What follows belongs to an exercise in optimizing a design on an open flow for small area and a short achievable clock period; a production flow would make more cautious choices. For this run, only the layout was checked, not whether the RTL still works. No activity file was given, so power comes from the tool's default toggle rates.

**flow/config.mk**
```make
export PLATFORM = sky130hd
export DESIGN_NAME = fft_mag_sq_frame
export DESIGN_NICKNAME = fft_mag_sq_frame
export VERILOG_FILES = /design/flow/design.v
export SDC_FILE = /design/flow/constraint.sdc
export NUM_CORES = 4
export LEC_CHECK = 0
export ABC_CLOCK_PERIOD_IN_PS = 3500
export CAP_MARGIN = 20
export CORE_MARGIN = 2
export CORE_UTILIZATION = 40
export SETUP_SLACK_MARGIN = 3.2
export SLEW_MARGIN = 20
export SYNTH_HIERARCHICAL = 1
export SYNTH_MINIMUM_KEEP_SIZE = 0
```
**flow/constraint.sdc**
```tcl
create_clock -name core_clock -period 7.0 [get_ports {aclk}]
set_input_delay 1.4000 -clock core_clock [delete_from_list [all_inputs] [get_ports {aclk}]]
set_output_delay 1.4000 -clock core_clock [all_outputs]
set_load 0.01 [all_outputs]
```
**flow/design.v**
```verilog
package fft_stream_pkg;
  localparam int SAMPLE_W = 16;
endpackage
module mag_fa (
  input  logic a,
  input  logic b,
  input  logic c,
  output logic s,
  output logic co
);
  assign s  = a ^ b ^ c;
  assign co = (a & b) | (a & c) | (b & c);
endmodule
module fft_mag_sq_frame
#(
  parameter  int FFT_LEN = 64,
  localparam int IDX_W   = $clog2(FFT_LEN)
) (
  input  logic             aclk,
  input  logic             areset,
  input  logic [31:0]      slave_tdata,
  input  logic             slave_tvalid,
  output logic             slave_tready,
  output logic [31:0]      master_tdata,
  output logic             master_tvalid,
  input  logic             master_tready,
  output logic             master_tlast,
  output logic [IDX_W-1:0] peak_bin,
  output logic [31:0]      peak_mag,
  output logic             peak_valid
);
  localparam logic [IDX_W-1:0] LAST_IDX = IDX_W'(FFT_LEN - 1);
  logic             en_s, hs_s, first_s, last_s, upd_s;
  logic [15:0]      re_s, im_s, re_abs_s, im_abs_s;
  logic [31:0]      row0_s, row1_s, mag_s;
  logic [15:0]      tree_a_s, tree_b_s;
  logic [31:0]      tree_row0_s, tree_row1_s;
  logic             s1_valid_r, s2_valid_r;
  logic [15:0]      s1_re_r, s1_im_r;
  logic [31:0]      s2_row0_r, s2_row1_r;
  logic [IDX_W-1:0] bin_cnt_r;
  logic [31:0]      run_max_r, peak_mag_r;
  logic [IDX_W-1:0] run_bin_r, peak_bin_r;
  logic             peak_valid_r;
  assign en_s         = master_tready;
  assign slave_tready = master_tready;
  assign re_s     = slave_tdata[15:0];
  assign im_s     = slave_tdata[31:16];
  assign re_abs_s = re_s[15] ? (~re_s + 16'd1) : re_s;
  assign im_abs_s = im_s[15] ? (~im_s + 16'd1) : im_s;
  always_ff @(posedge aclk) begin
    if (areset) begin
      s1_valid_r <= 1'b0;
      s2_valid_r <= 1'b0;
    end else if (en_s) begin
      s1_valid_r <= slave_tvalid;
      s2_valid_r <= s1_valid_r;
    end
  end
  always_ff @(posedge aclk) begin
    if (en_s) begin
      s1_re_r   <= re_abs_s;
      s1_im_r   <= im_abs_s;
      s2_row0_r <= row0_s;
      s2_row1_r <= row1_s;
    end
  end
  assign tree_a_s = s1_re_r;
  assign tree_b_s = s1_im_r;
  assign row0_s   = tree_row0_s;
  assign row1_s   = tree_row1_s;
  wire ppa_0_1 = ~(tree_a_s[0] & tree_a_s[1]);
  wire ppa_0_2 = ~(tree_a_s[0] & tree_a_s[2]);
  wire ppa_0_3 = ~(tree_a_s[0] & tree_a_s[3]);
  wire ppa_0_4 = ~(tree_a_s[0] & tree_a_s[4]);
  wire ppa_0_5 = ~(tree_a_s[0] & tree_a_s[5]);
  wire ppa_0_6 = ~(tree_a_s[0] & tree_a_s[6]);
  wire ppa_0_7 = ~(tree_a_s[0] & tree_a_s[7]);
  wire ppa_0_8 = ~(tree_a_s[0] & tree_a_s[8]);
  wire ppa_0_9 = ~(tree_a_s[0] & tree_a_s[9]);
  wire ppa_0_10 = ~(tree_a_s[0] & tree_a_s[10]);
  wire ppa_0_11 = ~(tree_a_s[0] & tree_a_s[11]);
  wire ppa_0_12 = ~(tree_a_s[0] & tree_a_s[12]);
  wire ppa_0_13 = ~(tree_a_s[0] & tree_a_s[13]);
  wire ppa_0_14 = ~(tree_a_s[0] & tree_a_s[14]);
  wire ppa_1_2 = ~(tree_a_s[1] & tree_a_s[2]);
  wire ppa_1_3 = ~(tree_a_s[1] & tree_a_s[3]);
  wire ppa_1_4 = ~(tree_a_s[1] & tree_a_s[4]);
  wire ppa_1_5 = ~(tree_a_s[1] & tree_a_s[5]);
  wire ppa_1_6 = ~(tree_a_s[1] & tree_a_s[6]);
  wire ppa_1_7 = ~(tree_a_s[1] & tree_a_s[7]);
  wire ppa_1_8 = ~(tree_a_s[1] & tree_a_s[8]);
  wire ppa_1_9 = ~(tree_a_s[1] & tree_a_s[9]);
  wire ppa_1_10 = ~(tree_a_s[1] & tree_a_s[10]);
  wire ppa_1_11 = ~(tree_a_s[1] & tree_a_s[11]);
  wire ppa_1_12 = ~(tree_a_s[1] & tree_a_s[12]);
  wire ppa_1_13 = ~(tree_a_s[1] & tree_a_s[13]);
  wire ppa_1_14 = ~(tree_a_s[1] & tree_a_s[14]);
  wire ppa_2_3 = ~(tree_a_s[2] & tree_a_s[3]);
  wire ppa_2_4 = ~(tree_a_s[2] & tree_a_s[4]);
  wire ppa_2_5 = ~(tree_a_s[2] & tree_a_s[5]);
  wire ppa_2_6 = ~(tree_a_s[2] & tree_a_s[6]);
  wire ppa_2_7 = ~(tree_a_s[2] & tree_a_s[7]);
  wire ppa_2_8 = ~(tree_a_s[2] & tree_a_s[8]);
  wire ppa_2_9 = ~(tree_a_s[2] & tree_a_s[9]);
  wire ppa_2_10 = ~(tree_a_s[2] & tree_a_s[10]);
  wire ppa_2_11 = ~(tree_a_s[2] & tree_a_s[11]);
  wire ppa_2_12 = ~(tree_a_s[2] & tree_a_s[12]);
  wire ppa_2_13 = ~(tree_a_s[2] & tree_a_s[13]);
  wire ppa_2_14 = ~(tree_a_s[2] & tree_a_s[14]);
  wire ppa_3_4 = ~(tree_a_s[3] & tree_a_s[4]);
  wire ppa_3_5 = ~(tree_a_s[3] & tree_a_s[5]);
  wire ppa_3_6 = ~(tree_a_s[3] & tree_a_s[6]);
  wire ppa_3_7 = ~(tree_a_s[3] & tree_a_s[7]);
  wire ppa_3_8 = ~(tree_a_s[3] & tree_a_s[8]);
  wire ppa_3_9 = ~(tree_a_s[3] & tree_a_s[9]);
  wire ppa_3_10 = ~(tree_a_s[3] & tree_a_s[10]);
  wire ppa_3_11 = ~(tree_a_s[3] & tree_a_s[11]);
  wire ppa_3_12 = ~(tree_a_s[3] & tree_a_s[12]);
  wire ppa_3_13 = ~(tree_a_s[3] & tree_a_s[13]);
  wire ppa_3_14 = ~(tree_a_s[3] & tree_a_s[14]);
  wire ppa_4_5 = ~(tree_a_s[4] & tree_a_s[5]);
  wire ppa_4_6 = ~(tree_a_s[4] & tree_a_s[6]);
  wire ppa_4_7 = ~(tree_a_s[4] & tree_a_s[7]);
  wire ppa_4_8 = ~(tree_a_s[4] & tree_a_s[8]);
  wire ppa_4_9 = ~(tree_a_s[4] & tree_a_s[9]);
  wire ppa_4_10 = ~(tree_a_s[4] & tree_a_s[10]);
  wire ppa_4_11 = ~(tree_a_s[4] & tree_a_s[11]);
  wire ppa_4_12 = ~(tree_a_s[4] & tree_a_s[12]);
  wire ppa_4_13 = ~(tree_a_s[4] & tree_a_s[13]);
  wire ppa_4_14 = ~(tree_a_s[4] & tree_a_s[14]);
  wire ppa_5_6 = ~(tree_a_s[5] & tree_a_s[6]);
  wire ppa_5_7 = ~(tree_a_s[5] & tree_a_s[7]);
  wire ppa_5_8 = ~(tree_a_s[5] & tree_a_s[8]);
  wire ppa_5_9 = ~(tree_a_s[5] & tree_a_s[9]);
  wire ppa_5_10 = ~(tree_a_s[5] & tree_a_s[10]);
  wire ppa_5_11 = ~(tree_a_s[5] & tree_a_s[11]);
  wire ppa_5_12 = ~(tree_a_s[5] & tree_a_s[12]);
  wire ppa_5_13 = ~(tree_a_s[5] & tree_a_s[13]);
  wire ppa_5_14 = ~(tree_a_s[5] & tree_a_s[14]);
  wire ppa_6_7 = ~(tree_a_s[6] & tree_a_s[7]);
  wire ppa_6_8 = ~(tree_a_s[6] & tree_a_s[8]);
  wire ppa_6_9 = ~(tree_a_s[6] & tree_a_s[9]);
  wire ppa_6_10 = ~(tree_a_s[6] & tree_a_s[10]);
  wire ppa_6_11 = ~(tree_a_s[6] & tree_a_s[11]);
  wire ppa_6_12 = ~(tree_a_s[6] & tree_a_s[12]);
  wire ppa_6_13 = ~(tree_a_s[6] & tree_a_s[13]);
  wire ppa_6_14 = ~(tree_a_s[6] & tree_a_s[14]);
  wire ppa_7_8 = ~(tree_a_s[7] & tree_a_s[8]);
  wire ppa_7_9 = ~(tree_a_s[7] & tree_a_s[9]);
  wire ppa_7_10 = ~(tree_a_s[7] & tree_a_s[10]);
  wire ppa_7_11 = ~(tree_a_s[7] & tree_a_s[11]);
  wire ppa_7_12 = ~(tree_a_s[7] & tree_a_s[12]);
  wire ppa_7_13 = ~(tree_a_s[7] & tree_a_s[13]);
  wire ppa_7_14 = ~(tree_a_s[7] & tree_a_s[14]);
  wire ppa_8_9 = ~(tree_a_s[8] & tree_a_s[9]);
  wire ppa_8_10 = ~(tree_a_s[8] & tree_a_s[10]);
  wire ppa_8_11 = ~(tree_a_s[8] & tree_a_s[11]);
  wire ppa_8_12 = ~(tree_a_s[8] & tree_a_s[12]);
  wire ppa_8_13 = ~(tree_a_s[8] & tree_a_s[13]);
  wire ppa_8_14 = ~(tree_a_s[8] & tree_a_s[14]);
  wire ppa_9_10 = ~(tree_a_s[9] & tree_a_s[10]);
  wire ppa_9_11 = ~(tree_a_s[9] & tree_a_s[11]);
  wire ppa_9_12 = ~(tree_a_s[9] & tree_a_s[12]);
  wire ppa_9_13 = ~(tree_a_s[9] & tree_a_s[13]);
  wire ppa_9_14 = ~(tree_a_s[9] & tree_a_s[14]);
  wire ppa_10_11 = ~(tree_a_s[10] & tree_a_s[11]);
  wire ppa_10_12 = ~(tree_a_s[10] & tree_a_s[12]);
  wire ppa_10_13 = ~(tree_a_s[10] & tree_a_s[13]);
  wire ppa_10_14 = ~(tree_a_s[10] & tree_a_s[14]);
  wire ppa_11_12 = ~(tree_a_s[11] & tree_a_s[12]);
  wire ppa_11_13 = ~(tree_a_s[11] & tree_a_s[13]);
  wire ppa_11_14 = ~(tree_a_s[11] & tree_a_s[14]);
  wire ppa_12_13 = ~(tree_a_s[12] & tree_a_s[13]);
  wire ppa_12_14 = ~(tree_a_s[12] & tree_a_s[14]);
  wire ppa_13_14 = ~(tree_a_s[13] & tree_a_s[14]);
  wire ppb_0_1 = ~(tree_b_s[0] & tree_b_s[1]);
  wire ppb_0_2 = ~(tree_b_s[0] & tree_b_s[2]);
  wire ppb_0_3 = ~(tree_b_s[0] & tree_b_s[3]);
  wire ppb_0_4 = ~(tree_b_s[0] & tree_b_s[4]);
  wire ppb_0_5 = ~(tree_b_s[0] & tree_b_s[5]);
  wire ppb_0_6 = ~(tree_b_s[0] & tree_b_s[6]);
  wire ppb_0_7 = ~(tree_b_s[0] & tree_b_s[7]);
  wire ppb_0_8 = ~(tree_b_s[0] & tree_b_s[8]);
  wire ppb_0_9 = ~(tree_b_s[0] & tree_b_s[9]);
  wire ppb_0_10 = ~(tree_b_s[0] & tree_b_s[10]);
  wire ppb_0_11 = ~(tree_b_s[0] & tree_b_s[11]);
  wire ppb_0_12 = ~(tree_b_s[0] & tree_b_s[12]);
  wire ppb_0_13 = ~(tree_b_s[0] & tree_b_s[13]);
  wire ppb_0_14 = ~(tree_b_s[0] & tree_b_s[14]);
  wire ppb_1_2 = ~(tree_b_s[1] & tree_b_s[2]);
  wire ppb_1_3 = ~(tree_b_s[1] & tree_b_s[3]);
  wire ppb_1_4 = ~(tree_b_s[1] & tree_b_s[4]);
  wire ppb_1_5 = ~(tree_b_s[1] & tree_b_s[5]);
  wire ppb_1_6 = ~(tree_b_s[1] & tree_b_s[6]);
  wire ppb_1_7 = ~(tree_b_s[1] & tree_b_s[7]);
  wire ppb_1_8 = ~(tree_b_s[1] & tree_b_s[8]);
  wire ppb_1_9 = ~(tree_b_s[1] & tree_b_s[9]);
  wire ppb_1_10 = ~(tree_b_s[1] & tree_b_s[10]);
  wire ppb_1_11 = ~(tree_b_s[1] & tree_b_s[11]);
  wire ppb_1_12 = ~(tree_b_s[1] & tree_b_s[12]);
  wire ppb_1_13 = ~(tree_b_s[1] & tree_b_s[13]);
  wire ppb_1_14 = ~(tree_b_s[1] & tree_b_s[14]);
  wire ppb_2_3 = ~(tree_b_s[2] & tree_b_s[3]);
  wire ppb_2_4 = ~(tree_b_s[2] & tree_b_s[4]);
  wire ppb_2_5 = ~(tree_b_s[2] & tree_b_s[5]);
  wire ppb_2_6 = ~(tree_b_s[2] & tree_b_s[6]);
  wire ppb_2_7 = ~(tree_b_s[2] & tree_b_s[7]);
  wire ppb_2_8 = ~(tree_b_s[2] & tree_b_s[8]);
  wire ppb_2_9 = ~(tree_b_s[2] & tree_b_s[9]);
  wire ppb_2_10 = ~(tree_b_s[2] & tree_b_s[10]);
  wire ppb_2_11 = ~(tree_b_s[2] & tree_b_s[11]);
  wire ppb_2_12 = ~(tree_b_s[2] & tree_b_s[12]);
  wire ppb_2_13 = ~(tree_b_s[2] & tree_b_s[13]);
  wire ppb_2_14 = ~(tree_b_s[2] & tree_b_s[14]);
  wire ppb_3_4 = ~(tree_b_s[3] & tree_b_s[4]);
  wire ppb_3_5 = ~(tree_b_s[3] & tree_b_s[5]);
  wire ppb_3_6 = ~(tree_b_s[3] & tree_b_s[6]);
  wire ppb_3_7 = ~(tree_b_s[3] & tree_b_s[7]);
  wire ppb_3_8 = ~(tree_b_s[3] & tree_b_s[8]);
  wire ppb_3_9 = ~(tree_b_s[3] & tree_b_s[9]);
  wire ppb_3_10 = ~(tree_b_s[3] & tree_b_s[10]);
  wire ppb_3_11 = ~(tree_b_s[3] & tree_b_s[11]);
  wire ppb_3_12 = ~(tree_b_s[3] & tree_b_s[12]);
  wire ppb_3_13 = ~(tree_b_s[3] & tree_b_s[13]);
  wire ppb_3_14 = ~(tree_b_s[3] & tree_b_s[14]);
  wire ppb_4_5 = ~(tree_b_s[4] & tree_b_s[5]);
  wire ppb_4_6 = ~(tree_b_s[4] & tree_b_s[6]);
  wire ppb_4_7 = ~(tree_b_s[4] & tree_b_s[7]);
  wire ppb_4_8 = ~(tree_b_s[4] & tree_b_s[8]);
  wire ppb_4_9 = ~(tree_b_s[4] & tree_b_s[9]);
  wire ppb_4_10 = ~(tree_b_s[4] & tree_b_s[10]);
  wire ppb_4_11 = ~(tree_b_s[4] & tree_b_s[11]);
  wire ppb_4_12 = ~(tree_b_s[4] & tree_b_s[12]);
  wire ppb_4_13 = ~(tree_b_s[4] & tree_b_s[13]);
  wire ppb_4_14 = ~(tree_b_s[4] & tree_b_s[14]);
  wire ppb_5_6 = ~(tree_b_s[5] & tree_b_s[6]);
  wire ppb_5_7 = ~(tree_b_s[5] & tree_b_s[7]);
  wire ppb_5_8 = ~(tree_b_s[5] & tree_b_s[8]);
  wire ppb_5_9 = ~(tree_b_s[5] & tree_b_s[9]);
  wire ppb_5_10 = ~(tree_b_s[5] & tree_b_s[10]);
  wire ppb_5_11 = ~(tree_b_s[5] & tree_b_s[11]);
  wire ppb_5_12 = ~(tree_b_s[5] & tree_b_s[12]);
  wire ppb_5_13 = ~(tree_b_s[5] & tree_b_s[13]);
  wire ppb_5_14 = ~(tree_b_s[5] & tree_b_s[14]);
  wire ppb_6_7 = ~(tree_b_s[6] & tree_b_s[7]);
  wire ppb_6_8 = ~(tree_b_s[6] & tree_b_s[8]);
  wire ppb_6_9 = ~(tree_b_s[6] & tree_b_s[9]);
  wire ppb_6_10 = ~(tree_b_s[6] & tree_b_s[10]);
  wire ppb_6_11 = ~(tree_b_s[6] & tree_b_s[11]);
  wire ppb_6_12 = ~(tree_b_s[6] & tree_b_s[12]);
  wire ppb_6_13 = ~(tree_b_s[6] & tree_b_s[13]);
  wire ppb_6_14 = ~(tree_b_s[6] & tree_b_s[14]);
  wire ppb_7_8 = ~(tree_b_s[7] & tree_b_s[8]);
  wire ppb_7_9 = ~(tree_b_s[7] & tree_b_s[9]);
  wire ppb_7_10 = ~(tree_b_s[7] & tree_b_s[10]);
  wire ppb_7_11 = ~(tree_b_s[7] & tree_b_s[11]);
  wire ppb_7_12 = ~(tree_b_s[7] & tree_b_s[12]);
  wire ppb_7_13 = ~(tree_b_s[7] & tree_b_s[13]);
  wire ppb_7_14 = ~(tree_b_s[7] & tree_b_s[14]);
  wire ppb_8_9 = ~(tree_b_s[8] & tree_b_s[9]);
  wire ppb_8_10 = ~(tree_b_s[8] & tree_b_s[10]);
  wire ppb_8_11 = ~(tree_b_s[8] & tree_b_s[11]);
  wire ppb_8_12 = ~(tree_b_s[8] & tree_b_s[12]);
  wire ppb_8_13 = ~(tree_b_s[8] & tree_b_s[13]);
  wire ppb_8_14 = ~(tree_b_s[8] & tree_b_s[14]);
  wire ppb_9_10 = ~(tree_b_s[9] & tree_b_s[10]);
  wire ppb_9_11 = ~(tree_b_s[9] & tree_b_s[11]);
  wire ppb_9_12 = ~(tree_b_s[9] & tree_b_s[12]);
  wire ppb_9_13 = ~(tree_b_s[9] & tree_b_s[13]);
  wire ppb_9_14 = ~(tree_b_s[9] & tree_b_s[14]);
  wire ppb_10_11 = ~(tree_b_s[10] & tree_b_s[11]);
  wire ppb_10_12 = ~(tree_b_s[10] & tree_b_s[12]);
  wire ppb_10_13 = ~(tree_b_s[10] & tree_b_s[13]);
  wire ppb_10_14 = ~(tree_b_s[10] & tree_b_s[14]);
  wire ppb_11_12 = ~(tree_b_s[11] & tree_b_s[12]);
  wire ppb_11_13 = ~(tree_b_s[11] & tree_b_s[13]);
  wire ppb_11_14 = ~(tree_b_s[11] & tree_b_s[14]);
  wire ppb_12_13 = ~(tree_b_s[12] & tree_b_s[13]);
  wire ppb_12_14 = ~(tree_b_s[12] & tree_b_s[14]);
  wire ppb_13_14 = ~(tree_b_s[13] & tree_b_s[14]);
  wire ha0_s = ~(~tree_a_s[6] ^ ~tree_b_s[6]);
  wire ha0_c = ~tree_a_s[6] | ~tree_b_s[6];
  wire fa1_s, fa1_c;
  mag_fa u_fa1 (.a(~tree_a_s[7]), .b(~tree_b_s[7]), .c(ppa_0_13), .s(fa1_s), .co(fa1_c));
  wire ha2_s = ~(ppa_1_12 ^ ppa_2_11);
  wire ha2_c = ppa_1_12 | ppa_2_11;
  wire fa3_s, fa3_c;
  mag_fa u_fa3 (.a(ppa_0_14), .b(ppa_1_13), .c(ppa_2_12), .s(fa3_s), .co(fa3_c));
  wire ha4_s = ~(ppa_3_11 ^ ppa_4_10);
  wire ha4_c = ppa_3_11 | ppa_4_10;
  wire fa5_s, fa5_c;
  mag_fa u_fa5 (.a(~tree_a_s[8]), .b(~tree_b_s[8]), .c(ppa_1_14), .s(fa5_s), .co(fa5_c));
  wire fa6_s, fa6_c;
  mag_fa u_fa6 (.a(ppa_2_13), .b(ppa_3_12), .c(ppa_4_11), .s(fa6_s), .co(fa6_c));
  wire ha7_s = ~(ppa_5_10 ^ ppa_6_9);
  wire ha7_c = ppa_5_10 | ppa_6_9;
  wire fa8_s, fa8_c;
  mag_fa u_fa8 (.a(ppa_2_14), .b(ppa_3_13), .c(ppa_4_12), .s(fa8_s), .co(fa8_c));
  wire fa9_s, fa9_c;
  mag_fa u_fa9 (.a(~tree_a_s[9]), .b(~tree_b_s[9]), .c(ppa_3_14), .s(fa9_s), .co(fa9_c));
  wire ha10_s = ~(~tree_a_s[4] ^ ~tree_b_s[4]);
  wire ha10_c = ~tree_a_s[4] | ~tree_b_s[4];
  wire fa11_s, fa11_c;
  mag_fa u_fa11 (.a(~tree_a_s[5]), .b(~tree_b_s[5]), .c(ppa_0_9), .s(fa11_s), .co(fa11_c));
  wire ha12_s = ~(ppa_1_8 ^ ppa_2_7);
  wire ha12_c = ppa_1_8 | ppa_2_7;
  wire fa13_s, fa13_c;
  mag_fa u_fa13 (.a(ppa_0_10), .b(ppa_1_9), .c(ppa_2_8), .s(fa13_s), .co(fa13_c));
  wire ha14_s = ~(ppa_3_7 ^ ppa_4_6);
  wire ha14_c = ppa_3_7 | ppa_4_6;
  wire fa15_s, fa15_c;
  mag_fa u_fa15 (.a(ppa_0_11), .b(ppa_1_10), .c(ppa_2_9), .s(fa15_s), .co(fa15_c));
  wire fa16_s, fa16_c;
  mag_fa u_fa16 (.a(ppa_3_8), .b(ppa_4_7), .c(ppa_5_6), .s(fa16_s), .co(fa16_c));
  wire fa17_s, fa17_c;
  mag_fa u_fa17 (.a(ppb_0_11), .b(ppb_1_10), .c(ppb_2_9), .s(fa17_s), .co(fa17_c));
  wire fa18_s, fa18_c;
  mag_fa u_fa18 (.a(ppa_0_12), .b(ppa_1_11), .c(ppa_2_10), .s(fa18_s), .co(fa18_c));
  wire fa19_s, fa19_c;
  mag_fa u_fa19 (.a(ppa_3_9), .b(ppa_4_8), .c(ppa_5_7), .s(fa19_s), .co(fa19_c));
  wire fa20_s, fa20_c;
  mag_fa u_fa20 (.a(ppb_0_12), .b(ppb_1_11), .c(ppb_2_10), .s(fa20_s), .co(fa20_c));
  wire ha21_s = ~(ppb_3_9 ^ ppb_4_8);
  wire ha21_c = ppb_3_9 | ppb_4_8;
  wire fa22_s, fa22_c;
  mag_fa u_fa22 (.a(ppa_3_10), .b(ppa_4_9), .c(ppa_5_8), .s(fa22_s), .co(fa22_c));
  wire fa23_s, fa23_c;
  mag_fa u_fa23 (.a(ppa_6_7), .b(ppb_0_13), .c(ppb_1_12), .s(fa23_s), .co(fa23_c));
  wire fa24_s, fa24_c;
  mag_fa u_fa24 (.a(ppb_2_11), .b(ppb_3_10), .c(ppb_4_9), .s(fa24_s), .co(fa24_c));
  wire fa25_s, fa25_c;
  mag_fa u_fa25 (.a(ppb_5_8), .b(ppb_6_7), .c(ha2_s), .s(fa25_s), .co(fa25_c));
  wire fa26_s, fa26_c;
  mag_fa u_fa26 (.a(ppa_5_9), .b(ppa_6_8), .c(ppb_0_14), .s(fa26_s), .co(fa26_c));
  wire fa27_s, fa27_c;
  mag_fa u_fa27 (.a(ppb_1_13), .b(ppb_2_12), .c(ppb_3_11), .s(fa27_s), .co(fa27_c));
  wire fa28_s, fa28_c;
  mag_fa u_fa28 (.a(ppb_4_10), .b(ppb_5_9), .c(ppb_6_8), .s(fa28_s), .co(fa28_c));
  wire fa29_s, fa29_c;
  mag_fa u_fa29 (.a(ha2_c), .b(ha4_s), .c(fa1_c), .s(fa29_s), .co(fa29_c));
  wire fa30_s, fa30_c;
  mag_fa u_fa30 (.a(ppa_7_8), .b(ppb_1_14), .c(ppb_2_13), .s(fa30_s), .co(fa30_c));
  wire fa31_s, fa31_c;
  mag_fa u_fa31 (.a(ppb_3_12), .b(ppb_4_11), .c(ppb_5_10), .s(fa31_s), .co(fa31_c));
  wire fa32_s, fa32_c;
  mag_fa u_fa32 (.a(ppb_6_9), .b(ppb_7_8), .c(ha4_c), .s(fa32_s), .co(fa32_c));
  wire fa33_s, fa33_c;
  mag_fa u_fa33 (.a(ha7_s), .b(fa3_c), .c(fa5_s), .s(fa33_s), .co(fa33_c));
  wire fa34_s, fa34_c;
  mag_fa u_fa34 (.a(ppa_5_11), .b(ppa_6_10), .c(ppa_7_9), .s(fa34_s), .co(fa34_c));
  wire fa35_s, fa35_c;
  mag_fa u_fa35 (.a(ppb_2_14), .b(ppb_3_13), .c(ppb_4_12), .s(fa35_s), .co(fa35_c));
  wire fa36_s, fa36_c;
  mag_fa u_fa36 (.a(ppb_5_11), .b(ppb_6_10), .c(ppb_7_9), .s(fa36_s), .co(fa36_c));
  wire fa37_s, fa37_c;
  mag_fa u_fa37 (.a(ha7_c), .b(fa5_c), .c(fa6_c), .s(fa37_s), .co(fa37_c));
  wire fa38_s, fa38_c;
  mag_fa u_fa38 (.a(ppa_4_13), .b(ppa_5_12), .c(ppa_6_11), .s(fa38_s), .co(fa38_c));
  wire fa39_s, fa39_c;
  mag_fa u_fa39 (.a(ppa_7_10), .b(ppa_8_9), .c(ppb_3_14), .s(fa39_s), .co(fa39_c));
  wire fa40_s, fa40_c;
  mag_fa u_fa40 (.a(ppb_4_13), .b(ppb_5_12), .c(ppb_6_11), .s(fa40_s), .co(fa40_c));
  wire fa41_s, fa41_c;
  mag_fa u_fa41 (.a(ppb_7_10), .b(ppb_8_9), .c(fa8_c), .s(fa41_s), .co(fa41_c));
  wire fa42_s, fa42_c;
  mag_fa u_fa42 (.a(ppa_4_14), .b(ppa_5_13), .c(ppa_6_12), .s(fa42_s), .co(fa42_c));
  wire fa43_s, fa43_c;
  mag_fa u_fa43 (.a(ppa_7_11), .b(ppa_8_10), .c(ppb_4_14), .s(fa43_s), .co(fa43_c));
  wire fa44_s, fa44_c;
  mag_fa u_fa44 (.a(ppb_5_13), .b(ppb_6_12), .c(ppb_7_11), .s(fa44_s), .co(fa44_c));
  wire fa45_s, fa45_c;
  mag_fa u_fa45 (.a(~tree_a_s[10]), .b(~tree_b_s[10]), .c(ppa_5_14), .s(fa45_s), .co(fa45_c));
  wire fa46_s, fa46_c;
  mag_fa u_fa46 (.a(ppa_6_13), .b(ppa_7_12), .c(ppa_8_11), .s(fa46_s), .co(fa46_c));
  wire fa47_s, fa47_c;
  mag_fa u_fa47 (.a(ppa_9_10), .b(ppb_5_14), .c(ppb_6_13), .s(fa47_s), .co(fa47_c));
  wire fa48_s, fa48_c;
  mag_fa u_fa48 (.a(ppa_6_14), .b(ppa_7_13), .c(ppa_8_12), .s(fa48_s), .co(fa48_c));
  wire fa49_s, fa49_c;
  mag_fa u_fa49 (.a(~tree_a_s[11]), .b(~tree_b_s[11]), .c(ppa_7_14), .s(fa49_s), .co(fa49_c));
  wire fa50_s, fa50_c;
  mag_fa u_fa50 (.a(~tree_a_s[3]), .b(~tree_b_s[3]), .c(ppa_0_5), .s(fa50_s), .co(fa50_c));
  wire ha51_s = ~(ppa_0_6 ^ ppa_1_5);
  wire ha51_c = ppa_0_6 | ppa_1_5;
  wire fa52_s, fa52_c;
  mag_fa u_fa52 (.a(ppa_0_7), .b(ppa_1_6), .c(ppa_2_5), .s(fa52_s), .co(fa52_c));
  wire fa53_s, fa53_c;
  mag_fa u_fa53 (.a(ppa_3_4), .b(ppb_0_7), .c(ppb_1_6), .s(fa53_s), .co(fa53_c));
  wire fa54_s, fa54_c;
  mag_fa u_fa54 (.a(ppa_0_8), .b(ppa_1_7), .c(ppa_2_6), .s(fa54_s), .co(fa54_c));
  wire fa55_s, fa55_c;
  mag_fa u_fa55 (.a(ppa_3_5), .b(ppb_0_8), .c(ppb_1_7), .s(fa55_s), .co(fa55_c));
  wire ha56_s = ~(ppb_2_6 ^ ppb_3_5);
  wire ha56_c = ppb_2_6 | ppb_3_5;
  wire fa57_s, fa57_c;
  mag_fa u_fa57 (.a(ppa_3_6), .b(ppa_4_5), .c(ppb_0_9), .s(fa57_s), .co(fa57_c));
  wire fa58_s, fa58_c;
  mag_fa u_fa58 (.a(ppb_1_8), .b(ppb_2_7), .c(ppb_3_6), .s(fa58_s), .co(fa58_c));
  wire fa59_s, fa59_c;
  mag_fa u_fa59 (.a(ppb_4_5), .b(ha12_s), .c(fa11_s), .s(fa59_s), .co(fa59_c));
  wire fa60_s, fa60_c;
  mag_fa u_fa60 (.a(ppb_0_10), .b(ppb_1_9), .c(ppb_2_8), .s(fa60_s), .co(fa60_c));
  wire fa61_s, fa61_c;
  mag_fa u_fa61 (.a(ppb_3_7), .b(ppb_4_6), .c(ha12_c), .s(fa61_s), .co(fa61_c));
  wire fa62_s, fa62_c;
  mag_fa u_fa62 (.a(ha14_s), .b(fa11_c), .c(fa13_s), .s(fa62_s), .co(fa62_c));
  wire fa63_s, fa63_c;
  mag_fa u_fa63 (.a(ppb_3_8), .b(ppb_4_7), .c(ppb_5_6), .s(fa63_s), .co(fa63_c));
  wire fa64_s, fa64_c;
  mag_fa u_fa64 (.a(ha0_s), .b(ha14_c), .c(fa13_c), .s(fa64_s), .co(fa64_c));
  wire fa65_s, fa65_c;
  mag_fa u_fa65 (.a(fa15_s), .b(fa16_s), .c(fa17_s), .s(fa65_s), .co(fa65_c));
  wire fa66_s, fa66_c;
  mag_fa u_fa66 (.a(ppb_5_7), .b(ha0_c), .c(ha21_s), .s(fa66_s), .co(fa66_c));
  wire fa67_s, fa67_c;
  mag_fa u_fa67 (.a(fa15_c), .b(fa16_c), .c(fa17_c), .s(fa67_s), .co(fa67_c));
  wire fa68_s, fa68_c;
  mag_fa u_fa68 (.a(fa18_s), .b(fa19_s), .c(fa20_s), .s(fa68_s), .co(fa68_c));
  wire fa69_s, fa69_c;
  mag_fa u_fa69 (.a(ha21_c), .b(fa18_c), .c(fa19_c), .s(fa69_s), .co(fa69_c));
  wire fa70_s, fa70_c;
  mag_fa u_fa70 (.a(fa20_c), .b(fa22_s), .c(fa23_s), .s(fa70_s), .co(fa70_c));
  wire fa71_s, fa71_c;
  mag_fa u_fa71 (.a(fa24_s), .b(fa1_s), .c(fa25_s), .s(fa71_s), .co(fa71_c));
  wire fa72_s, fa72_c;
  mag_fa u_fa72 (.a(fa22_c), .b(fa23_c), .c(fa24_c), .s(fa72_s), .co(fa72_c));
  wire fa73_s, fa73_c;
  mag_fa u_fa73 (.a(fa26_s), .b(fa27_s), .c(fa28_s), .s(fa73_s), .co(fa73_c));
  wire fa74_s, fa74_c;
  mag_fa u_fa74 (.a(fa3_s), .b(fa25_c), .c(fa29_s), .s(fa74_s), .co(fa74_c));
  wire fa75_s, fa75_c;
  mag_fa u_fa75 (.a(fa26_c), .b(fa27_c), .c(fa28_c), .s(fa75_s), .co(fa75_c));
  wire fa76_s, fa76_c;
  mag_fa u_fa76 (.a(fa30_s), .b(fa31_s), .c(fa6_s), .s(fa76_s), .co(fa76_c));
  wire fa77_s, fa77_c;
  mag_fa u_fa77 (.a(fa32_s), .b(fa29_c), .c(fa33_s), .s(fa77_s), .co(fa77_c));
  wire fa78_s, fa78_c;
  mag_fa u_fa78 (.a(fa30_c), .b(fa31_c), .c(fa34_s), .s(fa78_s), .co(fa78_c));
  wire fa79_s, fa79_c;
  mag_fa u_fa79 (.a(fa35_s), .b(fa36_s), .c(fa8_s), .s(fa79_s), .co(fa79_c));
  wire fa80_s, fa80_c;
  mag_fa u_fa80 (.a(fa32_c), .b(fa37_s), .c(fa33_c), .s(fa80_s), .co(fa80_c));
  wire fa81_s, fa81_c;
  mag_fa u_fa81 (.a(fa34_c), .b(fa35_c), .c(fa36_c), .s(fa81_s), .co(fa81_c));
  wire fa82_s, fa82_c;
  mag_fa u_fa82 (.a(fa38_s), .b(fa39_s), .c(fa40_s), .s(fa82_s), .co(fa82_c));
  wire fa83_s, fa83_c;
  mag_fa u_fa83 (.a(fa9_s), .b(fa37_c), .c(fa41_s), .s(fa83_s), .co(fa83_c));
  wire fa84_s, fa84_c;
  mag_fa u_fa84 (.a(ppb_8_10), .b(fa9_c), .c(fa38_c), .s(fa84_s), .co(fa84_c));
  wire fa85_s, fa85_c;
  mag_fa u_fa85 (.a(fa39_c), .b(fa40_c), .c(fa42_s), .s(fa85_s), .co(fa85_c));
  wire fa86_s, fa86_c;
  mag_fa u_fa86 (.a(fa43_s), .b(fa44_s), .c(fa41_c), .s(fa86_s), .co(fa86_c));
  wire fa87_s, fa87_c;
  mag_fa u_fa87 (.a(ppb_7_12), .b(ppb_8_11), .c(ppb_9_10), .s(fa87_s), .co(fa87_c));
  wire fa88_s, fa88_c;
  mag_fa u_fa88 (.a(fa42_c), .b(fa43_c), .c(fa44_c), .s(fa88_s), .co(fa88_c));
  wire fa89_s, fa89_c;
  mag_fa u_fa89 (.a(fa45_s), .b(fa46_s), .c(fa47_s), .s(fa89_s), .co(fa89_c));
  wire fa90_s, fa90_c;
  mag_fa u_fa90 (.a(ppa_9_11), .b(ppb_6_14), .c(ppb_7_13), .s(fa90_s), .co(fa90_c));
  wire fa91_s, fa91_c;
  mag_fa u_fa91 (.a(ppb_8_12), .b(ppb_9_11), .c(fa45_c), .s(fa91_s), .co(fa91_c));
  wire fa92_s, fa92_c;
  mag_fa u_fa92 (.a(fa46_c), .b(fa47_c), .c(fa48_s), .s(fa92_s), .co(fa92_c));
  wire fa93_s, fa93_c;
  mag_fa u_fa93 (.a(ppa_8_13), .b(ppa_9_12), .c(ppa_10_11), .s(fa93_s), .co(fa93_c));
  wire fa94_s, fa94_c;
  mag_fa u_fa94 (.a(ppb_7_14), .b(ppb_8_13), .c(ppb_9_12), .s(fa94_s), .co(fa94_c));
  wire fa95_s, fa95_c;
  mag_fa u_fa95 (.a(ppb_10_11), .b(fa48_c), .c(fa49_s), .s(fa95_s), .co(fa95_c));
  wire fa96_s, fa96_c;
  mag_fa u_fa96 (.a(ppa_8_14), .b(ppa_9_13), .c(ppa_10_12), .s(fa96_s), .co(fa96_c));
  wire fa97_s, fa97_c;
  mag_fa u_fa97 (.a(ppb_8_14), .b(ppb_9_13), .c(ppb_10_12), .s(fa97_s), .co(fa97_c));
  wire fa98_s, fa98_c;
  mag_fa u_fa98 (.a(~tree_a_s[12]), .b(~tree_b_s[12]), .c(ppa_9_14), .s(fa98_s), .co(fa98_c));
  wire fa99_s, fa99_c;
  mag_fa u_fa99 (.a(ppa_10_13), .b(ppa_11_12), .c(ppb_9_14), .s(fa99_s), .co(fa99_c));
  wire fa100_s, fa100_c;
  mag_fa u_fa100 (.a(~tree_a_s[2]), .b(~tree_b_s[2]), .c(ppa_0_3), .s(fa100_s), .co(fa100_c));
  wire ha101_s = ~(ppa_0_4 ^ ppa_1_3);
  wire ha101_c = ppa_0_4 | ppa_1_3;
  wire fa102_s, fa102_c;
  mag_fa u_fa102 (.a(ppa_1_4), .b(ppa_2_3), .c(ppb_0_5), .s(fa102_s), .co(fa102_c));
  wire ha103_s = ~(ppb_1_4 ^ ppb_2_3);
  wire ha103_c = ppb_1_4 | ppb_2_3;
  wire fa104_s, fa104_c;
  mag_fa u_fa104 (.a(ppa_2_4), .b(ppb_0_6), .c(ppb_1_5), .s(fa104_s), .co(fa104_c));
  wire fa105_s, fa105_c;
  mag_fa u_fa105 (.a(ppb_2_4), .b(ha51_s), .c(fa50_c), .s(fa105_s), .co(fa105_c));
  wire fa106_s, fa106_c;
  mag_fa u_fa106 (.a(ppb_2_5), .b(ppb_3_4), .c(ha10_s), .s(fa106_s), .co(fa106_c));
  wire fa107_s, fa107_c;
  mag_fa u_fa107 (.a(ha51_c), .b(fa52_s), .c(fa53_s), .s(fa107_s), .co(fa107_c));
  wire fa108_s, fa108_c;
  mag_fa u_fa108 (.a(ha10_c), .b(ha56_s), .c(fa52_c), .s(fa108_s), .co(fa108_c));
  wire fa109_s, fa109_c;
  mag_fa u_fa109 (.a(fa53_c), .b(fa54_s), .c(fa55_s), .s(fa109_s), .co(fa109_c));
  wire fa110_s, fa110_c;
  mag_fa u_fa110 (.a(ha56_c), .b(fa54_c), .c(fa55_c), .s(fa110_s), .co(fa110_c));
  wire fa111_s, fa111_c;
  mag_fa u_fa111 (.a(fa57_s), .b(fa58_s), .c(fa59_s), .s(fa111_s), .co(fa111_c));
  wire fa112_s, fa112_c;
  mag_fa u_fa112 (.a(fa57_c), .b(fa58_c), .c(fa60_s), .s(fa112_s), .co(fa112_c));
  wire fa113_s, fa113_c;
  mag_fa u_fa113 (.a(fa61_s), .b(fa59_c), .c(fa62_s), .s(fa113_s), .co(fa113_c));
  wire fa114_s, fa114_c;
  mag_fa u_fa114 (.a(fa60_c), .b(fa63_s), .c(fa61_c), .s(fa114_s), .co(fa114_c));
  wire fa115_s, fa115_c;
  mag_fa u_fa115 (.a(fa64_s), .b(fa62_c), .c(fa65_s), .s(fa115_s), .co(fa115_c));
  wire fa116_s, fa116_c;
  mag_fa u_fa116 (.a(fa63_c), .b(fa66_s), .c(fa64_c), .s(fa116_s), .co(fa116_c));
  wire fa117_s, fa117_c;
  mag_fa u_fa117 (.a(fa67_s), .b(fa65_c), .c(fa68_s), .s(fa117_s), .co(fa117_c));
  wire fa118_s, fa118_c;
  mag_fa u_fa118 (.a(fa66_c), .b(fa67_c), .c(fa69_s), .s(fa118_s), .co(fa118_c));
  wire fa119_s, fa119_c;
  mag_fa u_fa119 (.a(fa68_c), .b(fa70_s), .c(fa71_s), .s(fa119_s), .co(fa119_c));
  wire fa120_s, fa120_c;
  mag_fa u_fa120 (.a(fa69_c), .b(fa72_s), .c(fa70_c), .s(fa120_s), .co(fa120_c));
  wire fa121_s, fa121_c;
  mag_fa u_fa121 (.a(fa73_s), .b(fa71_c), .c(fa74_s), .s(fa121_s), .co(fa121_c));
  wire fa122_s, fa122_c;
  mag_fa u_fa122 (.a(fa72_c), .b(fa75_s), .c(fa73_c), .s(fa122_s), .co(fa122_c));
  wire fa123_s, fa123_c;
  mag_fa u_fa123 (.a(fa76_s), .b(fa74_c), .c(fa77_s), .s(fa123_s), .co(fa123_c));
  wire fa124_s, fa124_c;
  mag_fa u_fa124 (.a(fa75_c), .b(fa76_c), .c(fa78_s), .s(fa124_s), .co(fa124_c));
  wire fa125_s, fa125_c;
  mag_fa u_fa125 (.a(fa79_s), .b(fa77_c), .c(fa80_s), .s(fa125_s), .co(fa125_c));
  wire fa126_s, fa126_c;
  mag_fa u_fa126 (.a(fa81_s), .b(fa78_c), .c(fa79_c), .s(fa126_s), .co(fa126_c));
  wire fa127_s, fa127_c;
  mag_fa u_fa127 (.a(fa82_s), .b(fa80_c), .c(fa83_s), .s(fa127_s), .co(fa127_c));
  wire fa128_s, fa128_c;
  mag_fa u_fa128 (.a(fa81_c), .b(fa84_s), .c(fa82_c), .s(fa128_s), .co(fa128_c));
  wire fa129_s, fa129_c;
  mag_fa u_fa129 (.a(fa85_s), .b(fa86_s), .c(fa83_c), .s(fa129_s), .co(fa129_c));
  wire fa130_s, fa130_c;
  mag_fa u_fa130 (.a(fa87_s), .b(fa84_c), .c(fa88_s), .s(fa130_s), .co(fa130_c));
  wire fa131_s, fa131_c;
  mag_fa u_fa131 (.a(fa85_c), .b(fa89_s), .c(fa86_c), .s(fa131_s), .co(fa131_c));
  wire fa132_s, fa132_c;
  mag_fa u_fa132 (.a(fa87_c), .b(fa90_s), .c(fa88_c), .s(fa132_s), .co(fa132_c));
  wire fa133_s, fa133_c;
  mag_fa u_fa133 (.a(fa91_s), .b(fa89_c), .c(fa92_s), .s(fa133_s), .co(fa133_c));
  wire fa134_s, fa134_c;
  mag_fa u_fa134 (.a(fa90_c), .b(fa93_s), .c(fa94_s), .s(fa134_s), .co(fa134_c));
  wire fa135_s, fa135_c;
  mag_fa u_fa135 (.a(fa91_c), .b(fa92_c), .c(fa95_s), .s(fa135_s), .co(fa135_c));
  wire fa136_s, fa136_c;
  mag_fa u_fa136 (.a(fa49_c), .b(fa93_c), .c(fa94_c), .s(fa136_s), .co(fa136_c));
  wire fa137_s, fa137_c;
  mag_fa u_fa137 (.a(fa96_s), .b(fa97_s), .c(fa95_c), .s(fa137_s), .co(fa137_c));
  wire fa138_s, fa138_c;
  mag_fa u_fa138 (.a(ppb_10_13), .b(ppb_11_12), .c(fa96_c), .s(fa138_s), .co(fa138_c));
  wire fa139_s, fa139_c;
  mag_fa u_fa139 (.a(fa97_c), .b(fa98_s), .c(fa99_s), .s(fa139_s), .co(fa139_c));
  wire fa140_s, fa140_c;
  mag_fa u_fa140 (.a(ppa_10_14), .b(ppa_11_13), .c(ppb_10_14), .s(fa140_s), .co(fa140_c));
  wire fa141_s, fa141_c;
  mag_fa u_fa141 (.a(ppb_11_13), .b(fa98_c), .c(fa99_c), .s(fa141_s), .co(fa141_c));
  wire fa142_s, fa142_c;
  mag_fa u_fa142 (.a(~tree_a_s[13]), .b(~tree_b_s[13]), .c(ppa_11_14), .s(fa142_s), .co(fa142_c));
  wire fa143_s, fa143_c;
  mag_fa u_fa143 (.a(ppa_12_13), .b(ppb_11_14), .c(ppb_12_13), .s(fa143_s), .co(fa143_c));
  wire ha144_s = ~(~tree_a_s[1] ^ ~tree_b_s[1]);
  wire ha144_c = ~tree_a_s[1] | ~tree_b_s[1];
  wire ha145_s = ~(ppa_1_2 ^ ppb_0_3);
  wire ha145_c = ppa_1_2 | ppb_0_3;
  wire fa146_s, fa146_c;
  mag_fa u_fa146 (.a(ppb_0_4), .b(ppb_1_3), .c(ha101_s), .s(fa146_s), .co(fa146_c));
  wire fa147_s, fa147_c;
  mag_fa u_fa147 (.a(ha101_c), .b(ha103_s), .c(fa102_s), .s(fa147_s), .co(fa147_c));
  wire fa148_s, fa148_c;
  mag_fa u_fa148 (.a(ha103_c), .b(fa102_c), .c(fa104_s), .s(fa148_s), .co(fa148_c));
  wire fa149_s, fa149_c;
  mag_fa u_fa149 (.a(fa104_c), .b(fa106_s), .c(fa105_c), .s(fa149_s), .co(fa149_c));
  wire fa150_s, fa150_c;
  mag_fa u_fa150 (.a(fa106_c), .b(fa108_s), .c(fa107_c), .s(fa150_s), .co(fa150_c));
  wire fa151_s, fa151_c;
  mag_fa u_fa151 (.a(fa108_c), .b(fa110_s), .c(fa109_c), .s(fa151_s), .co(fa151_c));
  wire fa152_s, fa152_c;
  mag_fa u_fa152 (.a(fa110_c), .b(fa112_s), .c(fa111_c), .s(fa152_s), .co(fa152_c));
  wire fa153_s, fa153_c;
  mag_fa u_fa153 (.a(fa112_c), .b(fa114_s), .c(fa113_c), .s(fa153_s), .co(fa153_c));
  wire fa154_s, fa154_c;
  mag_fa u_fa154 (.a(fa114_c), .b(fa116_s), .c(fa115_c), .s(fa154_s), .co(fa154_c));
  wire fa155_s, fa155_c;
  mag_fa u_fa155 (.a(fa116_c), .b(fa117_c), .c(fa118_s), .s(fa155_s), .co(fa155_c));
  wire fa156_s, fa156_c;
  mag_fa u_fa156 (.a(fa118_c), .b(fa120_s), .c(fa119_c), .s(fa156_s), .co(fa156_c));
  wire fa157_s, fa157_c;
  mag_fa u_fa157 (.a(fa120_c), .b(fa122_s), .c(fa121_c), .s(fa157_s), .co(fa157_c));
  wire fa158_s, fa158_c;
  mag_fa u_fa158 (.a(fa122_c), .b(fa124_s), .c(fa125_s), .s(fa158_s), .co(fa158_c));
  wire fa159_s, fa159_c;
  mag_fa u_fa159 (.a(fa124_c), .b(fa126_s), .c(fa125_c), .s(fa159_s), .co(fa159_c));
  wire fa160_s, fa160_c;
  mag_fa u_fa160 (.a(fa126_c), .b(fa128_s), .c(fa129_s), .s(fa160_s), .co(fa160_c));
  wire fa161_s, fa161_c;
  mag_fa u_fa161 (.a(fa128_c), .b(fa130_s), .c(fa131_s), .s(fa161_s), .co(fa161_c));
  wire fa162_s, fa162_c;
  mag_fa u_fa162 (.a(fa132_s), .b(fa130_c), .c(fa133_s), .s(fa162_s), .co(fa162_c));
  wire fa163_s, fa163_c;
  mag_fa u_fa163 (.a(fa134_s), .b(fa132_c), .c(fa133_c), .s(fa163_s), .co(fa163_c));
  wire fa164_s, fa164_c;
  mag_fa u_fa164 (.a(fa136_s), .b(fa134_c), .c(fa135_c), .s(fa164_s), .co(fa164_c));
  wire fa165_s, fa165_c;
  mag_fa u_fa165 (.a(fa136_c), .b(fa138_s), .c(fa139_s), .s(fa165_s), .co(fa165_c));
  wire fa166_s, fa166_c;
  mag_fa u_fa166 (.a(fa140_s), .b(fa138_c), .c(fa141_s), .s(fa166_s), .co(fa166_c));
  wire fa167_s, fa167_c;
  mag_fa u_fa167 (.a(fa140_c), .b(fa142_s), .c(fa143_s), .s(fa167_s), .co(fa167_c));
  wire fa168_s, fa168_c;
  mag_fa u_fa168 (.a(ppa_12_14), .b(ppb_12_14), .c(fa142_c), .s(fa168_s), .co(fa168_c));
  wire fa169_s, fa169_c;
  mag_fa u_fa169 (.a(~tree_a_s[14]), .b(~tree_b_s[14]), .c(ppa_13_14), .s(fa169_s), .co(fa169_c));
  wire ha170_s = ~(ppa_0_1 ^ ppb_0_1);
  wire ha170_c = ppa_0_1 | ppb_0_1;
  wire fa171_s, fa171_c;
  mag_fa u_fa171 (.a(ppa_0_2), .b(ppb_0_2), .c(ha144_c), .s(fa171_s), .co(fa171_c));
  wire fa172_s, fa172_c;
  mag_fa u_fa172 (.a(ppb_1_2), .b(ha145_s), .c(fa100_s), .s(fa172_s), .co(fa172_c));
  wire fa173_s, fa173_c;
  mag_fa u_fa173 (.a(ha145_c), .b(fa100_c), .c(fa146_s), .s(fa173_s), .co(fa173_c));
  wire fa174_s, fa174_c;
  mag_fa u_fa174 (.a(fa50_s), .b(fa146_c), .c(fa147_s), .s(fa174_s), .co(fa174_c));
  wire fa175_s, fa175_c;
  mag_fa u_fa175 (.a(fa105_s), .b(fa147_c), .c(fa148_s), .s(fa175_s), .co(fa175_c));
  wire fa176_s, fa176_c;
  mag_fa u_fa176 (.a(fa148_c), .b(fa107_s), .c(fa149_s), .s(fa176_s), .co(fa176_c));
  wire fa177_s, fa177_c;
  mag_fa u_fa177 (.a(fa109_s), .b(fa149_c), .c(fa150_s), .s(fa177_s), .co(fa177_c));
  wire fa178_s, fa178_c;
  mag_fa u_fa178 (.a(fa150_c), .b(fa151_s), .c(fa111_s), .s(fa178_s), .co(fa178_c));
  wire fa179_s, fa179_c;
  mag_fa u_fa179 (.a(fa151_c), .b(fa113_s), .c(fa152_s), .s(fa179_s), .co(fa179_c));
  wire fa180_s, fa180_c;
  mag_fa u_fa180 (.a(fa115_s), .b(fa152_c), .c(fa153_s), .s(fa180_s), .co(fa180_c));
  wire fa181_s, fa181_c;
  mag_fa u_fa181 (.a(fa117_s), .b(fa153_c), .c(fa154_s), .s(fa181_s), .co(fa181_c));
  wire fa182_s, fa182_c;
  mag_fa u_fa182 (.a(fa119_s), .b(fa154_c), .c(fa155_s), .s(fa182_s), .co(fa182_c));
  wire fa183_s, fa183_c;
  mag_fa u_fa183 (.a(fa155_c), .b(fa121_s), .c(fa156_s), .s(fa183_s), .co(fa183_c));
  wire fa184_s, fa184_c;
  mag_fa u_fa184 (.a(fa123_s), .b(fa156_c), .c(fa157_s), .s(fa184_s), .co(fa184_c));
  wire fa185_s, fa185_c;
  mag_fa u_fa185 (.a(fa123_c), .b(fa157_c), .c(fa158_s), .s(fa185_s), .co(fa185_c));
  wire fa186_s, fa186_c;
  mag_fa u_fa186 (.a(fa127_s), .b(fa158_c), .c(fa159_s), .s(fa186_s), .co(fa186_c));
  wire fa187_s, fa187_c;
  mag_fa u_fa187 (.a(fa127_c), .b(fa159_c), .c(fa160_s), .s(fa187_s), .co(fa187_c));
  wire fa188_s, fa188_c;
  mag_fa u_fa188 (.a(fa129_c), .b(fa161_s), .c(fa160_c), .s(fa188_s), .co(fa188_c));
  wire fa189_s, fa189_c;
  mag_fa u_fa189 (.a(fa131_c), .b(fa162_s), .c(fa161_c), .s(fa189_s), .co(fa189_c));
  wire fa190_s, fa190_c;
  mag_fa u_fa190 (.a(fa135_s), .b(fa163_s), .c(fa162_c), .s(fa190_s), .co(fa190_c));
  wire fa191_s, fa191_c;
  mag_fa u_fa191 (.a(fa137_s), .b(fa163_c), .c(fa164_s), .s(fa191_s), .co(fa191_c));
  wire fa192_s, fa192_c;
  mag_fa u_fa192 (.a(fa137_c), .b(fa165_s), .c(fa164_c), .s(fa192_s), .co(fa192_c));
  wire fa193_s, fa193_c;
  mag_fa u_fa193 (.a(fa139_c), .b(fa165_c), .c(fa166_s), .s(fa193_s), .co(fa193_c));
  wire fa194_s, fa194_c;
  mag_fa u_fa194 (.a(fa141_c), .b(fa167_s), .c(fa166_c), .s(fa194_s), .co(fa194_c));
  wire fa195_s, fa195_c;
  mag_fa u_fa195 (.a(fa143_c), .b(fa168_s), .c(fa167_c), .s(fa195_s), .co(fa195_c));
  wire fa196_s, fa196_c;
  mag_fa u_fa196 (.a(ppb_13_14), .b(fa169_s), .c(fa168_c), .s(fa196_s), .co(fa196_c));
  assign tree_row0_s = {1'b1, ~tree_a_s[15], fa169_c, fa196_s, fa195_s, fa194_s, fa193_s, fa192_s, fa191_s, fa190_s, fa189_s, fa188_s, fa187_s, fa186_s, fa185_s, fa184_s, fa183_s, fa182_s, fa181_s, fa180_s, fa179_s, fa178_s, fa177_s, fa176_s, fa175_s, fa174_s, fa173_s, fa172_s, fa171_s, ha170_s, 1'b1, ~tree_a_s[0]};
  assign tree_row1_s = {1'b1, ~tree_b_s[15], fa196_c, fa195_c, fa194_c, fa193_c, fa192_c, fa191_c, fa190_c, fa189_c, fa188_c, fa187_c, fa186_c, fa185_c, fa184_c, fa183_c, fa182_c, fa181_c, fa180_c, fa179_c, fa178_c, fa177_c, fa176_c, fa175_c, fa174_c, fa173_c, fa172_c, fa171_c, ha170_c, ha144_s, 1'b1, ~tree_b_s[0]};
  assign mag_s = ~(s2_row0_r + s2_row1_r + 32'd1);
  assign hs_s    = s2_valid_r && master_tready;
  assign first_s = (bin_cnt_r == {IDX_W{1'b0}});
  assign last_s  = (bin_cnt_r == LAST_IDX);
  always_ff @(posedge aclk) begin
    if (areset) begin
      bin_cnt_r <= {IDX_W{1'b0}};
    end else if (hs_s) begin
      bin_cnt_r <= bin_cnt_r + IDX_W'(1);
    end
  end
  assign upd_s = first_s || (mag_s > run_max_r);
  always_ff @(posedge aclk) begin
    if (hs_s && upd_s) begin
      run_max_r <= mag_s;
      run_bin_r <= bin_cnt_r;
    end
    if (hs_s && last_s) begin
      peak_mag_r <= upd_s ? mag_s : run_max_r;
      peak_bin_r <= upd_s ? bin_cnt_r : run_bin_r;
    end
  end
  always_ff @(posedge aclk) begin
    if (areset) begin
      peak_valid_r <= 1'b0;
    end else begin
      peak_valid_r <= hs_s && last_s;
    end
  end
  assign master_tvalid = s2_valid_r;
  assign master_tdata  = mag_s;
  assign master_tlast  = last_s;
  assign peak_bin      = peak_bin_r;
  assign peak_mag      = peak_mag_r;
  assign peak_valid    = peak_valid_r;
endmodule
```
**flow/run.sh**
```bash
#!/bin/bash
# synth_recipe.tcl (not shown) runs the flow's synth.tcl, then flattens the netlist and writes it again
# the make line also repeats each setting of config.mk as NAME=value (left out here)
make -C /OpenROAD-flow-scripts/flow DESIGN_CONFIG=/design/flow/config.mk WORK_HOME=/design/flow/orfs CLKGATE_MAP_FILE= SYNTH_SCRIPT=/design/flow/synth_recipe.tcl finish
```
==> metrics.md <==
| Metric | Value |
|---|---|
| Outcome | timing/DRC/antenna clean |
| Ys Warns | 7 |
| Sequential Area | 0.00523 mm² |
| Final wirelength | 36300 µm |
| I/O Pins | 110 |
| Final period utilization | 67.5% |
| Netlist area before placement | 0.0138 mm² |
| Area delta synth->final | 32.0% |
| Rel. slew slack | 28.7% |
| Setup WS post-layout | 2270 ps |
| CTS Root Cell | clkbuf_16 |
| Worst-margin pin slew | 1060 ps |
| Total gr overflow | 0 |
| Worst setup path endpoint | run_bin_r[5] |
| Worst reg2reg startpoint | s2_row0_r[13] |
| Clk Latency, worst-skew pair | 440 ps |
| Largest net degree at the start of global routing | 63 |
| # clock sinks | 177 |
| Area of the multi-input gates | 0.00880 mm² |
| Antenna Nets Post-Route | 0 |
| Max-Cap Viols | 0 |
| Crit. Startpoint | s2_row0_r[13] |
| Clock Tree Buf Depth | 2 |
| Worst min-delay path class | reg -> reg |
| Tmin final | 4730 ps |
| Share of post-route cells with drive strength above 1 | 24.3% |
| Die height | 190 µm |
| Cells after Synth | 1174 |
| Sequential fraction of the synthesis area | 37.8% |
| Mean post-synth cell area | 11.8 µm² |
| Top FF cell, synth | edfxtp_1 |
| Wire length per cell | 19.2 µm |
| Initial antenna violation count | 0 |
| Clock skew | 12.3 ps |
| Crit path kind | reg -> reg |
| RR Endpoint | run_bin_r[5] |
| Critical path data required time | 7160 ps |
| Pre-CTS setup slack | 1120 ps |
| Netlist cell types | 54 |
| Die area | 0.0361 mm² |
| Post-synth EDFFs | 168 |
| # rows | 68 |
| Peak Freq | 212 MHz |
| Drt first pass iters | 5 |
| Final #Nets | 1720 |
| CP Launch Type | register |
| DRC violations left | 0 |
| Routability cong. | 0.853 |
| Post-synth ARST share | 0% |
| Global-route wire length before repair | 56000 µm |
| Antenna Cells | 0 |
| Iteration-0 DRC Markers | 716 |
| CTS Buf Count | 17 |
| PwrDens | 547 mW/mm² |
| Fill cells | 2841 |
| Setup Viol. Count Final | 0 |
| Final hold viol count | 0 |
| RSZ-0062 raised after global routing | yes |
| Worst-path clk slew | 70 ps |
| Initial Util | 40.3% |
| Core ar. | 0.0343 mm² |
| Slew Limit Fails | 0 |
| Detailed placer's ending HPWL | 23700 µm |
| Post-Syn Nets | 1474 |
| Reg2reg setup slack | 2270 ps |
| GRT Overall Usage | 20.4% |
| Setup TNS | 0 ps |
| Number of port buffers | 109 |
| H-tree levels | 4 |
| Die extent in x | 190 µm |
| Vias in the first global route | 10323 |
| DR vias | 9825 |
| Worst path arrival time | 4890 ps |
| Worst vdd ir | 287 µV |
| DR vias/cell | 5.20 |
| Commonest non-fill, non-tap cell in the layout | nand2_1 |
| CP Max Fanout | 4 |
| FF+latch count, synth | 177 |
| Commonest non-fill, non-tap cells in the layout | nand2_1, fa_1, edfxtp_1, buf_4, inv_1 |
| Crit. End Element | register |
| Leakage power | 6.97 nW |
| CTS tree | done |
| Worst r2r path cells | 21 |
-- synthesized netlist by cell type (2+ instances only) --
cell type  count  area (µm²)
a211oi_1       6        45.0
a21boi_0       2        15.0
a21o_1        13        97.6
a21oi_1       39         195
a31oi_1        4        25.0
and2_1        15        93.8
and3_1         6        37.5
and4_1         3        26.3
buf_2          4        20.0
clkbuf_1      37         139
dfxtp_1        9         180
edfxtp_1     168        5040
fa_1         183        3660
ha_1          81        1010
inv_1        108         405
mux2_2        36         405
mux2i_1        2        20.0
nand2_1      232         871
nand2b_1       6        37.5
nand3_1       13        65.1
nand3b_1       3        22.5
nand4_1       11        68.8
nor2_1        36         135
nor2b_1        6        37.5
nor3_1         5        25.0
nor4_1         6        37.5
nor4b_1        2        17.5
o211ai_1       6        45.0
o21a_1         5        37.5
o21ai_0       25         125
o21bai_1       7        52.6
o31ai_1       10        75.1
o41ai_1        3        26.3
or2_2          2        12.5
or3_1          7        43.8
xnor2_1       35         307
xor2_1        21         184
-- critical path, stage by stage, from the launching register on --
cell,delay (ps)
edfxtp_1,420
ha_4,260
a21o_1,180
a21o_1,170
or4_4,410
or3_4,380
and2_4,200
a21oi_4,150
xor2_2,100
buf_4,170
ha_4,270
nand4_1,150
a21oi_1,210
a211oi_2,70
o311ai_1,250
nand2_1,150
a21boi_4,170
buf_6,170
buf_12,120
nor2_4,140
buf_6,150
clkbuf_16,140
-- per-module statistics from Yosys, one instance, submodules excluded --
module | cells | times used
fft_mag_sq_frame | 992 | 1
mag_fa | 1 | 182
-- state kept, by name (all words and copies together), names as in the netlist, 6 cells and up --
register and count:
run_bin_r 6, s1_im_r 16, bin_cnt_r 6, s1_re_r 16, s2_row0_r 30, run_max_r 32, peak_mag_r 32, peak_bin_r 6
s2_row1_r 30
-- routing by layer --
layer  wire length (µm)  track usage [%]
met1              15200             26.6
met2              17400             32.7
met3               2520             4.69
met4               1110             8.65
met5                  0                0
-- where the power goes --
group	total [W]	internal [W]	switching [W]
Clock	0.00107	0.000638	0.000433
Combinational	0.00706	0.00351	0.00355
Sequential	0.00185	0.00175	0.000104
Total	0.00999	0.00590	0.00409
-- stage by stage --
step / util, % / hold slack, ps / instance area (µm²) / power, W / cells
floorplan: - / 460 / 13900 / 0.00528 / 1174
global placement: 45.0 / 488 / 15400 / 0.00711 / 1699
detailed placement: 45.0 / 495 / 15400 / 0.00722 / 1699
CTS: 50.9 / 515 / 17400 / 0.00922 / 1841
global route: 53.2 / 559 / 18200 / 0.0108 / 1888
finish: 53.2 / 509 / 18200 / 0.00999 / 1888
-- final cells by class --
cell class | count | share of cell area [%]
multi-input cells | 849 | 48.2
flip-flops and latches | 177 | 28.6
repair buffers | 267 | 14.2
well taps | 455 | 3.12
clock buffers | 17 | 2.33
inverters | 108 | 2.22
clock inverters | 15 | 1.25
-- worst min path at each step --
stage / from / end / slack [ps] / depth (start not counted)
after floorplan: s1_valid_r / s1_valid_r / 460 / 2
after global placement: s1_valid_r / s1_valid_r / 490 / 2
after global routing: s1_valid_r / s2_valid_r / 560 / 2
after detailed placement: s1_valid_r / s1_valid_r / 500 / 2
final: s1_valid_r / s1_valid_r / 510 / 2
after CTS: s1_valid_r / s2_valid_r / 520 / 2
-- logic make-up (layout without fill, tap and decap cells) --
family / Yosys count / count (layout) / synth area share (%)
mux: 39 / 39 / 3.16
buf+inv: 150 / 407 / 4.14
compound gates: 130 / 131 / 6.11
simple gates: 357 / 358 / 11.3
xor+xnor: 57 / 57 / 3.66
flops: 177 / 177 / 37.8
fa+ha+maj: 264 / 264 / 33.8
-- repair_timing --
| action | 4_1_cts | 5_1_grt |
|---|---|---|
| setup buffers | 105 | 44 |
| resized for setup | 182 | 69 |
| gates cloned | 5 | 3 |
| pin swaps | 43 | 37 |
| endpoints found under the hold margin | 0 | 0 |
| endpoints found under the setup margin | 118 | 118 |
| hold buffers | 0 | 0 |

-- what the ideal ports hide --
Ports are ideal in the flow. The routed layout listed here was re-timed in OpenROAD. Step 1 (the two cells are an assumption about what drives the block):
set clk [get_ports {aclk}]
set_driving_cell -lib_cell sky130_fd_sc_hd__clkbuf_16 $clk
set_driving_cell -lib_cell sky130_fd_sc_hd__buf_2 [delete_from_list [all_inputs] $clk]
Step 2, shift: input delay + t, output delay - t, t = (earliest + latest rising clock arrival at the registers) / 2. This alone moves slack from input paths to output paths. Three values: ideal ports, drivers, drivers and shift; two values: the first two.
shift t [ns]: 0.483
setup slack, ns: 2.275 / 2.275 / 2.275
worst slew at a driven data input, ns: 0.04
cell pins on the clock port's net: 1
After both steps setup and hold are still met in this run. For this run, drivers alone change the setup slack by 0.000 ns; drivers and shift together by 0.000 ns.
